Source: an optimization exercise on an open RTL-to-GDS flow (aim: small area, a short achievable clock period and few clock cycles per item). Production flows keep margins and buffers that such runs may drop. Only simulation tests tie the RTL to the original design; equivalence was not proved.

==> job 7479 <==
## md_ctrl
module md_ctrl (
   input  logic        Clk,
   input  logic        Reset,
   input  logic        Start,
   input  logic [2:0]  Op,
   input  logic [31:0] A,
   input  logic [31:0] B,
   input  logic        Flush,
   output logic        Busy,
   output logic [31:0] HI,
   output logic [31:0] LO
);
clock: 80.0 ns
lec_check: 0
cap_margin: 20
core_margin: 2
core_utilization: 55
gpl_timing_driven: 1
slew_margin: 20
standard.sh (not shown) runs the stock make flow with config.mk's settings and CLKGATE_MAP_FILE= SYNTH_SCRIPT=/design/flow/synth_recipe.tcl, a recipe that flattens the netlist after the stock synthesis.
==> flow/flow/run.sh <==
#!/bin/bash
# Standard layout, except that the port buffers are buf_2 cells rather than
# the default delay buffers, so the fixed input/output delays are not
# lengthened by the port buffers themselves.
set -euo pipefail
export BUFFER_PORTS_ARGS="-buffer_cell sky130_fd_sc_hd__buf_2"
bash standard.sh finish > standard_flow.log 2>&1
==> job 3960 (differences from job 7479) <==
CORE_UTILIZATION = 40   (was 55)
GPL_TIMING_DRIVEN = not set   (was 1)
==> job 2849 (differences from job 7479) <==
--- a/flow/design.v
+++ b/flow/design.v
@@ -32,51 +32,51 @@
       w_swap   = ~r_ph & ~w_b16 & w_a16;
       w_mshort = w_a16 | w_b16;
    end
    logic [16:0] w_z;
    logic [31:0] w_mc;
    logic        w_msg;
    logic [33:0] w_m;
    logic [47:0] w_rows [8];
-   logic [7:0]  w_neg;
+   logic [47:0] w_negs;
    logic [47:0] w_acc;
    logic [47:0] w_ext;
    logic [47:0] w_sum;
    always_comb begin
       if (r_ph)
          w_z = {r_b[31:16], r_y15};
       else if (w_swap)
          w_z = {r_a[15:0], 1'b0};
       else
          w_z = {r_b[15:0], 1'b0};
       w_mc  = w_swap ? r_b : r_a;
       w_msg = ~r_uns & w_mc[31];
       w_m   = {w_msg, w_msg, w_mc};
+      w_negs = '0;
       for (int j = 0; j < 8; j++) begin
-         logic z0, z1, z2, one, two;
+         logic z0, z1, z2, neg, one, two;
          logic [33:0] sel;
          z0  = w_z[2*j];
          z1  = w_z[2*j+1];
          z2  = w_z[2*j+2];
-         w_neg[j] = z2 & ~(z1 & z0);
+         neg = z2 & ~(z1 & z0);
          one = z1 ^ z0;
          two = (z2 & ~z1 & ~z0) | (~z2 & z1 & z0);
          sel = ({34{one}} & w_m) | ({34{two}} & {w_m[32:0], 1'b0});
-         sel = sel ^ {34{w_neg[j]}};
+         sel = sel ^ {34{neg}};
          w_rows[j] = 48'({~sel[33], sel[32:0]}) << (2*j);
-      end
-      for (int j = 0; j < 7; j++)
-         w_rows[j+1][2*j] = w_neg[j];
-      w_acc = 48'({~(r_ph & r_p[31]), r_p[30:0] & {31{r_ph}}});
+         w_negs[2*j] = neg;
+      end
+      w_acc = r_ph ? 48'({~r_p[31], r_p[30:0]}) : 48'd0;
       w_ext = (r_ph & r_uns & r_b[31]) ? {r_a, 16'd0} : 48'd0;
-      w_ext[14] = w_neg[7];
       w_sum = w_rows[0] + w_rows[1] + w_rows[2] + w_rows[3] +
               w_rows[4] + w_rows[5] + w_rows[6] + w_rows[7] +
-              w_acc + w_ext + 48'h5555_8000_0000;
+              w_negs + w_acc + w_ext +
+              (r_ph ? 48'h5555_8000_0000 : 48'h5556_0000_0000);
    end
    function automatic logic [5:0] bitlen(input logic [31:0] v);
       bitlen = 6'd0;
       for (int i = 0; i < 32; i++)
          if (v[i]) bitlen = 6'(i + 1);
    endfunction
    logic        w_an, w_bn;
    logic [31:0] w_ua, w_ub;
@@ -85,18 +85,18 @@
    logic        w_short;    
    logic [5:0]  w_nq;       
    logic [2:0]  w_c;        
    logic [2:0]  w_sk;       
    logic [63:0] w_norm;
    always_comb begin
       w_an    = ~r_uns & r_a[31];
       w_bn    = ~r_uns & r_b[31];
-      w_ua    = (r_fix ? r_qn : w_an) ? (32'd0 - r_a) : r_a;
-      w_ub    = (r_fix ? r_rn : w_bn) ? (32'd0 - r_b) : r_b;
+      w_ua    = w_an ? (32'd0 - r_a) : r_a;
+      w_ub    = w_bn ? (32'd0 - r_b) : r_b;
       w_la    = bitlen(w_ua);
       w_lb    = bitlen(w_ub);
       w_bz    = (r_b == 32'd0);
       w_short = (w_la < w_lb);
       w_nq    = w_la - w_lb + 6'd4;
       w_c     = w_nq[4:2];
       w_sk    = 3'd0 - w_nq[4:2];
       w_norm  = {32'd0, w_ua} << {w_sk, 2'b00};
@@ -158,29 +158,33 @@
          r_busy_o <= r_busy_o ? ~w_done : w_issue;
       end
    end
    always_ff @(posedge Clk) begin
       if (!Reset) begin
          r_hi <= 32'd0;
          r_lo <= 32'd0;
       end else if (!r_busy) begin
-         if (Start && !Flush && Op == 3'd4) r_hi <= A;
-         if (Start && !Flush && Op == 3'd5) r_lo <= A;
+         if (Start && !Flush) begin
+            if (Op == 3'd4) r_hi <= A;
+            if (Op == 3'd5) r_lo <= A;
+         end
+      end else if (Flush) begin
+         ;
       end else if (!r_div) begin
          if (r_ph) begin
             r_hi <= w_sum[47:16];
             r_lo <= {w_sum[15:0], r_b[15:0]};
          end else if (w_mshort) begin
             r_hi <= {{16{w_sum[47]}}, w_sum[47:32]};
             r_lo <= w_sum[31:0];
          end
       end else if (r_fix) begin
-         r_hi <= w_ub;
-         r_lo <= w_ua;
+         r_hi <= r_rn ? (32'd0 - r_p) : r_p;
+         r_lo <= r_qn ? (32'd0 - r_a) : r_a;
       end else if (!r_ph) begin
          if (!w_bz && w_short) begin
             r_hi <= r_a;
             r_lo <= 32'd0;
          end
       end else if (r_cnt == 3'd1 && !r_qn && !r_rn) begin
          r_hi <= w_r[4];
          r_lo <= w_q[4];
@@ -208,19 +212,16 @@
             r_cnt <= w_c;
             r_p   <= w_norm[63:32];
             r_a   <= w_norm[31:0];
             r_b   <= w_ub;
          end else begin
             r_cnt <= r_cnt - 3'd1;
             r_p   <= w_r[4];
             r_a   <= w_q[4];
-            if (r_cnt == 3'd1) begin
-               r_fix <= 1'b1;
-               r_b   <= w_r[4];
-            end
+            if (r_cnt == 3'd1) r_fix <= 1'b1;
          end
       end
    end
    assign Busy = r_busy_o;
    assign HI   = r_hi;
    assign LO   = r_lo;
 endmodule
==> flow/run.sh (new file) <==
#!/bin/bash
# synth_recipe.tcl (not shown) runs the flow's synth.tcl, then flattens the netlist and writes it again
# the make line also repeats each setting of config.mk as NAME=value (left out here)
make -C /OpenROAD-flow-scripts/flow DESIGN_CONFIG=/design/flow/config.mk WORK_HOME=/design/flow/orfs CLKGATE_MAP_FILE= SYNTH_SCRIPT=/design/flow/synth_recipe.tcl finish
CORE_UTILIZATION = 40   (was 55)
GPL_TIMING_DRIVEN = not set   (was 1)
removed: flow/flow/run.sh
removed: flow/standard.sh
==> qor summary <==
| quantity | job 2849 | job 7479 | job 3960 |
|---|---|---|---|
| Crit share post-route | 22.6% | 21.7% | 21.7% |
| Data arrival time at the worst-slack endpoint | 18.42 ns | 17.74 ns | 17.77 ns |
| Multi-input combinational area share | 74.2% | 75.9% | 75.2% |
| Utilization after layout | 44.0% | 59.1% | 43.5% |
| Proportion of cell area occupied by registers | 10.8% | 11.6% | 11.4% |
| Worst slack at placement | 61.47 ns | 62.23 ns | 62.19 ns |
| Final instance count without filler cells | 5923 | 5301 | 5618 |
| Result of the run | finished clean | finished clean | finished clean |
| Die area | 97800 sq um | 68600 sq um | 93900 sq um |
| Portion of the post-synthesis area used by sequential elements | 11.8% | 12.3% | 12.3% |
| Worst Setup Slack, final | 61.96 ns | 62.66 ns | 62.62 ns |
| Tot GR Track Use | 37.7% | 48.8% | 35.7% |
| Wire length of the first global-routing pass | 269000 microns | 240000 microns | 245000 microns |
| Highest achievable clock rate | 0.0554 GHz | 0.0577 GHz | 0.0575 GHz |
Testbench counts of job 7479, summed over its fixed seeds: cycles 13,576, items 4,800.
Testbench counts of job 3960, summed over its fixed seeds: cycles 13,576, items 4,800.
Testbench counts of job 2849, summed over its fixed seeds: cycles 13,576, items 4,800.


==> 11-25 <==
md_ctrl, a different RTL version from the one above (not shown whole).
export LEC_CHECK = 0
export ABC_AREA = 1
export CAP_MARGIN = 20
export CORE_MARGIN = 2
export CORE_UTILIZATION = 40
export SLEW_MARGIN = 20
create_clock -name core_clock -period 80.0 [get_ports {Clk}]
run.sh (not shown) runs the stock make flow with config.mk's settings and CLKGATE_MAP_FILE= SYNTH_SCRIPT=/design/flow/synth_recipe.tcl, a recipe that flattens the netlist after the stock synthesis.
Stock flow here: none of the scripts above is used.
==> 04-22 (differences from 11-25) <==
==> flow/flow/run.sh (new file) <==
#!/bin/bash
# Standard layout, except that the port buffers are buf_2 cells rather than
# the default delay buffers, so the fixed input/output delays are not
# lengthened by the port buffers themselves.
set -euo pipefail
export BUFFER_PORTS_ARGS="-buffer_cell sky130_fd_sc_hd__buf_2"
bash standard.sh finish > standard_flow.log 2>&1
==> flow/standard.sh (new file) <==
#!/bin/bash
# synth_recipe.tcl (not shown) runs the flow's synth.tcl, then flattens the netlist and writes it again
# the make line also repeats each setting of config.mk as NAME=value (left out here)
make -C /OpenROAD-flow-scripts/flow DESIGN_CONFIG=/design/flow/config.mk WORK_HOME=/design/flow/orfs CLKGATE_MAP_FILE= SYNTH_SCRIPT=/design/flow/synth_recipe.tcl "${@:-finish}"
ABC_AREA = unset   (was 1)
removed: flow/run.sh
==> 08-19 (differences from 11-25) <==
==> flow/flow/run.sh (new file) <==
#!/bin/bash
# Standard layout, except that the port buffers are buf_2 cells rather than
# the default delay buffers, so the fixed input/output delays are not
# lengthened by the port buffers themselves.
set -euo pipefail
export BUFFER_PORTS_ARGS="-buffer_cell sky130_fd_sc_hd__buf_2"
bash standard.sh finish > standard_flow.log 2>&1
==> flow/standard.sh (new file) <==
#!/bin/bash
# synth_recipe.tcl (not shown) runs the flow's synth.tcl, then flattens the netlist and writes it again
# the make line also repeats each setting of config.mk as NAME=value (left out here)
make -C /OpenROAD-flow-scripts/flow DESIGN_CONFIG=/design/flow/config.mk WORK_HOME=/design/flow/orfs CLKGATE_MAP_FILE= SYNTH_SCRIPT=/design/flow/synth_recipe.tcl "${@:-finish}"
CORE_UTILIZATION = 55   (was 40)
removed: flow/run.sh
==> 12-18 (differences from 11-25) <==
==> flow/flow/run.sh (new file) <==
#!/bin/bash
# Standard layout, except that the port buffers are buf_2 cells rather than
# the default delay buffers, so the fixed input/output delays are not
# lengthened by the port buffers themselves.
set -euo pipefail
export BUFFER_PORTS_ARGS="-buffer_cell sky130_fd_sc_hd__buf_2"
bash standard.sh finish > standard_flow.log 2>&1
==> flow/standard.sh (new file) <==
#!/bin/bash
# synth_recipe.tcl (not shown) runs the flow's synth.tcl, then flattens the netlist and writes it again
# the make line also repeats each setting of config.mk as NAME=value (left out here)
make -C /OpenROAD-flow-scripts/flow DESIGN_CONFIG=/design/flow/config.mk WORK_HOME=/design/flow/orfs CLKGATE_MAP_FILE= SYNTH_SCRIPT=/design/flow/synth_recipe.tcl "${@:-finish}"
removed: flow/run.sh
==> notes <==
- 04-22 finished clean. 11-25 finished with timing, DRC and antenna clean. 12-18 passed the timing, design-rule and antenna checks. 08-19 finished clean.
- Against 04-22, the synthesized cell count of 12-18 is higher by 9.6%.
- Count of clock-buffer cells in the layout: 04-22 is higher than 11-25 (4).
- The highest routed wire length belongs to 11-25, the lowest to 08-19.
- Worst setup slack, highest first: 12-18, 08-19, 11-25, 04-22.
- The lowest non-clock buffer count belongs to 04-22, the highest to 11-25.
- In die area, 11-25 and 12-18 do not differ.
- Worst hold slack: 11-25 is higher than 08-19 (0.022 ns).
- Final cell count: 12-18 is higher than 08-19 (about 5.6%).
- Maximum frequency: 04-22 < 11-25 < 08-19 < 12-18.
==> figures <==
Sequential cell area: 04-22 4490 um2; 11-25 4490 um2; 12-18 4490 um2; 08-19 4490 um2
Die outline area: 04-22 90000 um2; 11-25 87900 um2; 12-18 87900 um2; 08-19 64200 um2
Die extent in y: 04-22 300 um; 11-25 296 um; 12-18 296 um; 08-19 253 um
Number of tapcells: 04-22 1155; 11-25 1144; 12-18 1144; 08-19 837
Global placement routability congestion: 04-22 1.06; 11-25 1.05; 12-18 1.09; 08-19 1.10
Final std cell area, no fill: 04-22 37600 um2; 11-25 37400 um2; 12-18 36800 um2; 08-19 36400 um2
Portion of the clock cycle consumed by the worst path in the final layout: 04-22 22.7%; 11-25 22.6%; 12-18 21.6%; 08-19 21.7%
Maximum number of pins on one net before global-route repair: 04-22 101; 11-25 67; 12-18 71; 08-19 83
Met3 usage: 04-22 11.9%; 11-25 9.83%; 12-18 11.1%; 08-19 17.9%
Crit path from: 04-22 Flush; 11-25 Op[2]; 12-18 Flush; 08-19 Flush
Area share of and/or/nand/nor cells after synthesis: 04-22 11.6%; 11-25 16.5%; 12-18 16.5%; 08-19 16.5%
Min Hold Slack: 04-22 0.500 ns; 11-25 0.477 ns; 12-18 0.471 ns; 08-19 0.454 ns
Proportion of final cell area spent on non-clock buffers: 04-22 4.16%; 11-25 6.02%; 12-18 4.25%; 08-19 4.25%
Outcome: 04-22 no timing/DRC/antenna violations; 11-25 no timing/DRC/antenna violations; 12-18 no timing/DRC/antenna violations; 08-19 no timing/DRC/antenna violations
Post-layout worst setup margin: 04-22 61.83 ns; 11-25 61.92 ns; 12-18 62.72 ns; 08-19 62.61 ns
Adder-Cell Fraction of Synth Area: 04-22 29.1%; 11-25 29.8%; 12-18 29.8%; 08-19 29.8%
Hold Path Stages: 04-22 2; 11-25 1; 12-18 1; 08-19 1
Layout inverter count without the clock tree: 04-22 435; 11-25 660; 12-18 660; 08-19 660
Post-synthesis compound-gate area fraction: 04-22 23.3%; 11-25 18.8%; 12-18 18.8%; 08-19 18.8%
Gate count after technology mapping: 04-22 4173; 11-25 4575; 12-18 4575; 08-19 4575
Mapped cell area: 04-22 35000 um2; 11-25 34200 um2; 12-18 34200 um2; 08-19 34200 um2
Avg Cell Area, Syn: 04-22 8.40 um2; 11-25 7.48 um2; 12-18 7.48 um2; 08-19 7.48 um2
Testbench counts of 11-25, summed over its fixed seeds: cycles 13,576, items 4,800.
Testbench counts of 04-22, summed over its fixed seeds: cycles 13,576, items 4,800.
Testbench counts of 08-19, summed over its fixed seeds: cycles 13,576, items 4,800.
Testbench counts of 12-18, summed over its fixed seeds: cycles 13,576, items 4,800.


==> 03-04: inputs <==
RTL: one of the versions met above, not the one the previous note started from.
Settings: LEC_CHECK=0, CAP_MARGIN=20, CORE_MARGIN=2, CORE_UTILIZATION=40, SLEW_MARGIN=20; clock period 80.0 ns.
standard.sh (not shown) runs the stock make flow with config.mk's settings and CLKGATE_MAP_FILE= SYNTH_SCRIPT=/design/flow/synth_recipe.tcl, a recipe that flattens the netlist after the stock synthesis.
==> flow/flow/run.sh <==
#!/bin/bash
# Standard layout, except that the port buffers are buf_2 cells rather than
# the default delay buffers, so the fixed input/output delays are not
# lengthened by the port buffers themselves.
set -euo pipefail
export BUFFER_PORTS_ARGS="-buffer_cell sky130_fd_sc_hd__buf_2"
bash standard.sh finish > standard_flow.log 2>&1
==> 03-21: changes against 03-04 <==
--- a/flow/design.v
+++ b/flow/design.v
@@ -35,11 +35,11 @@
    logic [16:0] w_z;
    logic [31:0] w_mc;
    logic        w_msg;
    logic [33:0] w_m;
    logic [47:0] w_rows [8];
-   logic [47:0] w_negs;
+   logic [7:0]  w_neg;
    logic [47:0] w_acc;
    logic [47:0] w_ext;
    logic [47:0] w_sum;
    always_comb begin
       if (r_ph)
@@ -49,31 +49,31 @@
       else
          w_z = {r_b[15:0], 1'b0};
       w_mc  = w_swap ? r_b : r_a;
       w_msg = ~r_uns & w_mc[31];
       w_m   = {w_msg, w_msg, w_mc};
-      w_negs = '0;
       for (int j = 0; j < 8; j++) begin
-         logic z0, z1, z2, neg, one, two;
+         logic z0, z1, z2, one, two;
          logic [33:0] sel;
          z0  = w_z[2*j];
          z1  = w_z[2*j+1];
          z2  = w_z[2*j+2];
-         neg = z2 & ~(z1 & z0);
+         w_neg[j] = z2 & ~(z1 & z0);
          one = z1 ^ z0;
          two = (z2 & ~z1 & ~z0) | (~z2 & z1 & z0);
          sel = ({34{one}} & w_m) | ({34{two}} & {w_m[32:0], 1'b0});
-         sel = sel ^ {34{neg}};
+         sel = sel ^ {34{w_neg[j]}};
          w_rows[j] = 48'({~sel[33], sel[32:0]}) << (2*j);
-         w_negs[2*j] = neg;
-      end
-      w_acc = r_ph ? 48'({~r_p[31], r_p[30:0]}) : 48'd0;
+      end
+      for (int j = 0; j < 7; j++)
+         w_rows[j+1][2*j] = w_neg[j];
+      w_acc = 48'({~(r_ph & r_p[31]), r_p[30:0] & {31{r_ph}}});
       w_ext = (r_ph & r_uns & r_b[31]) ? {r_a, 16'd0} : 48'd0;
+      w_ext[14] = w_neg[7];
       w_sum = w_rows[0] + w_rows[1] + w_rows[2] + w_rows[3] +
               w_rows[4] + w_rows[5] + w_rows[6] + w_rows[7] +
-              w_negs + w_acc + w_ext +
-              (r_ph ? 48'h5555_8000_0000 : 48'h5556_0000_0000);
+              w_acc + w_ext + 48'h5555_8000_0000;
    end
    function automatic logic [5:0] bitlen(input logic [31:0] v);
       bitlen = 6'd0;
       for (int i = 0; i < 32; i++)
          if (v[i]) bitlen = 6'(i + 1);
@@ -88,12 +88,12 @@
    logic [2:0]  w_sk;       
    logic [63:0] w_norm;
    always_comb begin
       w_an    = ~r_uns & r_a[31];
       w_bn    = ~r_uns & r_b[31];
-      w_ua    = w_an ? (32'd0 - r_a) : r_a;
-      w_ub    = w_bn ? (32'd0 - r_b) : r_b;
+      w_ua    = (r_fix ? r_qn : w_an) ? (32'd0 - r_a) : r_a;
+      w_ub    = (r_fix ? r_rn : w_bn) ? (32'd0 - r_b) : r_b;
       w_la    = bitlen(w_ua);
       w_lb    = bitlen(w_ub);
       w_bz    = (r_b == 32'd0);
       w_short = (w_la < w_lb);
       w_nq    = w_la - w_lb + 6'd4;
@@ -161,27 +161,23 @@
    always_ff @(posedge Clk) begin
       if (!Reset) begin
          r_hi <= 32'd0;
          r_lo <= 32'd0;
       end else if (!r_busy) begin
-         if (Start && !Flush) begin
-            if (Op == 3'd4) r_hi <= A;
-            if (Op == 3'd5) r_lo <= A;
-         end
-      end else if (Flush) begin
-         ;
+         if (Start && !Flush && Op == 3'd4) r_hi <= A;
+         if (Start && !Flush && Op == 3'd5) r_lo <= A;
       end else if (!r_div) begin
          if (r_ph) begin
             r_hi <= w_sum[47:16];
             r_lo <= {w_sum[15:0], r_b[15:0]};
          end else if (w_mshort) begin
             r_hi <= {{16{w_sum[47]}}, w_sum[47:32]};
             r_lo <= w_sum[31:0];
          end
       end else if (r_fix) begin
-         r_hi <= r_rn ? (32'd0 - r_p) : r_p;
-         r_lo <= r_qn ? (32'd0 - r_a) : r_a;
+         r_hi <= w_ub;
+         r_lo <= w_ua;
       end else if (!r_ph) begin
          if (!w_bz && w_short) begin
             r_hi <= r_a;
             r_lo <= 32'd0;
          end
@@ -215,11 +211,14 @@
             r_b   <= w_ub;
          end else begin
             r_cnt <= r_cnt - 3'd1;
             r_p   <= w_r[4];
             r_a   <= w_q[4];
-            if (r_cnt == 3'd1) r_fix <= 1'b1;
+            if (r_cnt == 3'd1) begin
+               r_fix <= 1'b1;
+               r_b   <= w_r[4];
+            end
          end
       end
    end
    assign Busy = r_busy_o;
    assign HI   = r_hi;
--- a/flow/config.mk
+++ b/flow/config.mk
@@ -5,7 +5,7 @@
 export SDC_FILE = /design/flow/constraint.sdc
 export NUM_CORES = 4
 export LEC_CHECK = 0
 export CAP_MARGIN = 20
 export CORE_MARGIN = 2
-export CORE_UTILIZATION = 40
+export CORE_UTILIZATION = 55
 export SLEW_MARGIN = 20
==> summary of the runs <==
- 03-04 went through all stages and came out clean. 03-21 passed the timing, design-rule and antenna checks.
- Against 03-21, the synthesized cell count of 03-04 is larger by 5.2%.
- In 03-04 the final cell count is higher than in 03-21, by about 12%.
- Of 03-21 and 03-04, 03-04 has the higher critical path depth (gap 1).
- Between 03-21 and 03-04, the lower setup slack is in 03-04 (gap 290 ps).
- Between 03-04 and 03-21, the lower sequential share of layout area is in 03-04 (gap 0.61 points).
- In 03-04 the clock-buffer cell count is higher than in 03-21, by 1.
==> figures <==
quantity	03-21	03-04
Outcome	no timing/DRC/antenna violations	no timing/DRC/antenna violations
End point of the critical path	r_lo[10]	r_hi[28]
Number of antenna violations at the first check in global routing	13	15
Maximum number of pins on one net before global-route repair	149	82
Die outline height	262 um	313 um
Area share of and/or/nand/nor cells after synthesis	0.130	0.134
Number of vias per cell after detailed routing	7.05	6.59
Layout cells sized above 1	0.0981	0.104
Terminus of the critical flop-to-flop path	r_hi[20]	r_hi[5]
Register clock-pin slew on the reported worst setup and hold paths	100 ps	80 ps
Worst rel slew slack	0.108	0.131
GR met1 Demand/Resource	0.645	0.460
Number of clock buffers in the layout	17	18
End-of-flow core utilization	0.591	0.434
Testbench counts of 03-04, summed over its fixed seeds: cycles 13,576, items 4,800.
Testbench counts of 03-21, summed over its fixed seeds: cycles 13,576, items 4,800.

## re-timing with driven ports
Ports are ideal in the flow. The routed layouts listed here were re-timed in OpenROAD.
Step 1 sets driving cells, clkbuf_16 on the clock port and buf_2 on the other inputs (assumed; they add their load-dependent delay and slew).
Step 2 adds t to the input delays and takes it off the output delays; t is the mean of the earliest and latest rising clock arrival at the registers after step 1. Input paths then give back, and output paths get back, about the clock's delay inside the block.
Three values: no drivers, after step 1, after step 2; two values: the first two.
run | shift t [ns] | slack for setup (ns) | worst setup path at the end | clock arrival spread, ns
job 7479 | 0.544 | 62.659 / 62.700 / 62.155 | input to register | 0.020 / 0.019
job 3960 | 0.532 | 62.622 / 62.581 / 62.128 | input to register | 0.022 / 0.023
job 2849 | 0.577 | 61.957 / 61.993 / 61.416 | input to register | 0.021 / 0.021
11-25 | 0.546 | 61.925 / 61.962 / 61.416 | input to register | 0.020 / 0.020
04-22 | 0.534 | 61.825 / 61.863 / 61.329 | input to register | 0.018 / 0.018
08-19 | 0.565 | 62.608 / 62.649 / 62.085 | input to register | 0.025 / 0.025
12-18 | 0.575 | 62.722 / 62.764 / 62.189 | input to register | 0.020 / 0.021
03-04 | 0.584 | 62.370 / 62.409 / 61.825 | input to register | 0.028 / 0.028
03-21 | 0.544 | 62.659 / 62.700 / 62.155 | input to register | 0.020 / 0.019
After both steps every run listed still meets setup and hold. For 03-04, which loses most, drivers alone change the setup slack by +0.039 ns; drivers and shift together by -0.545 ns.
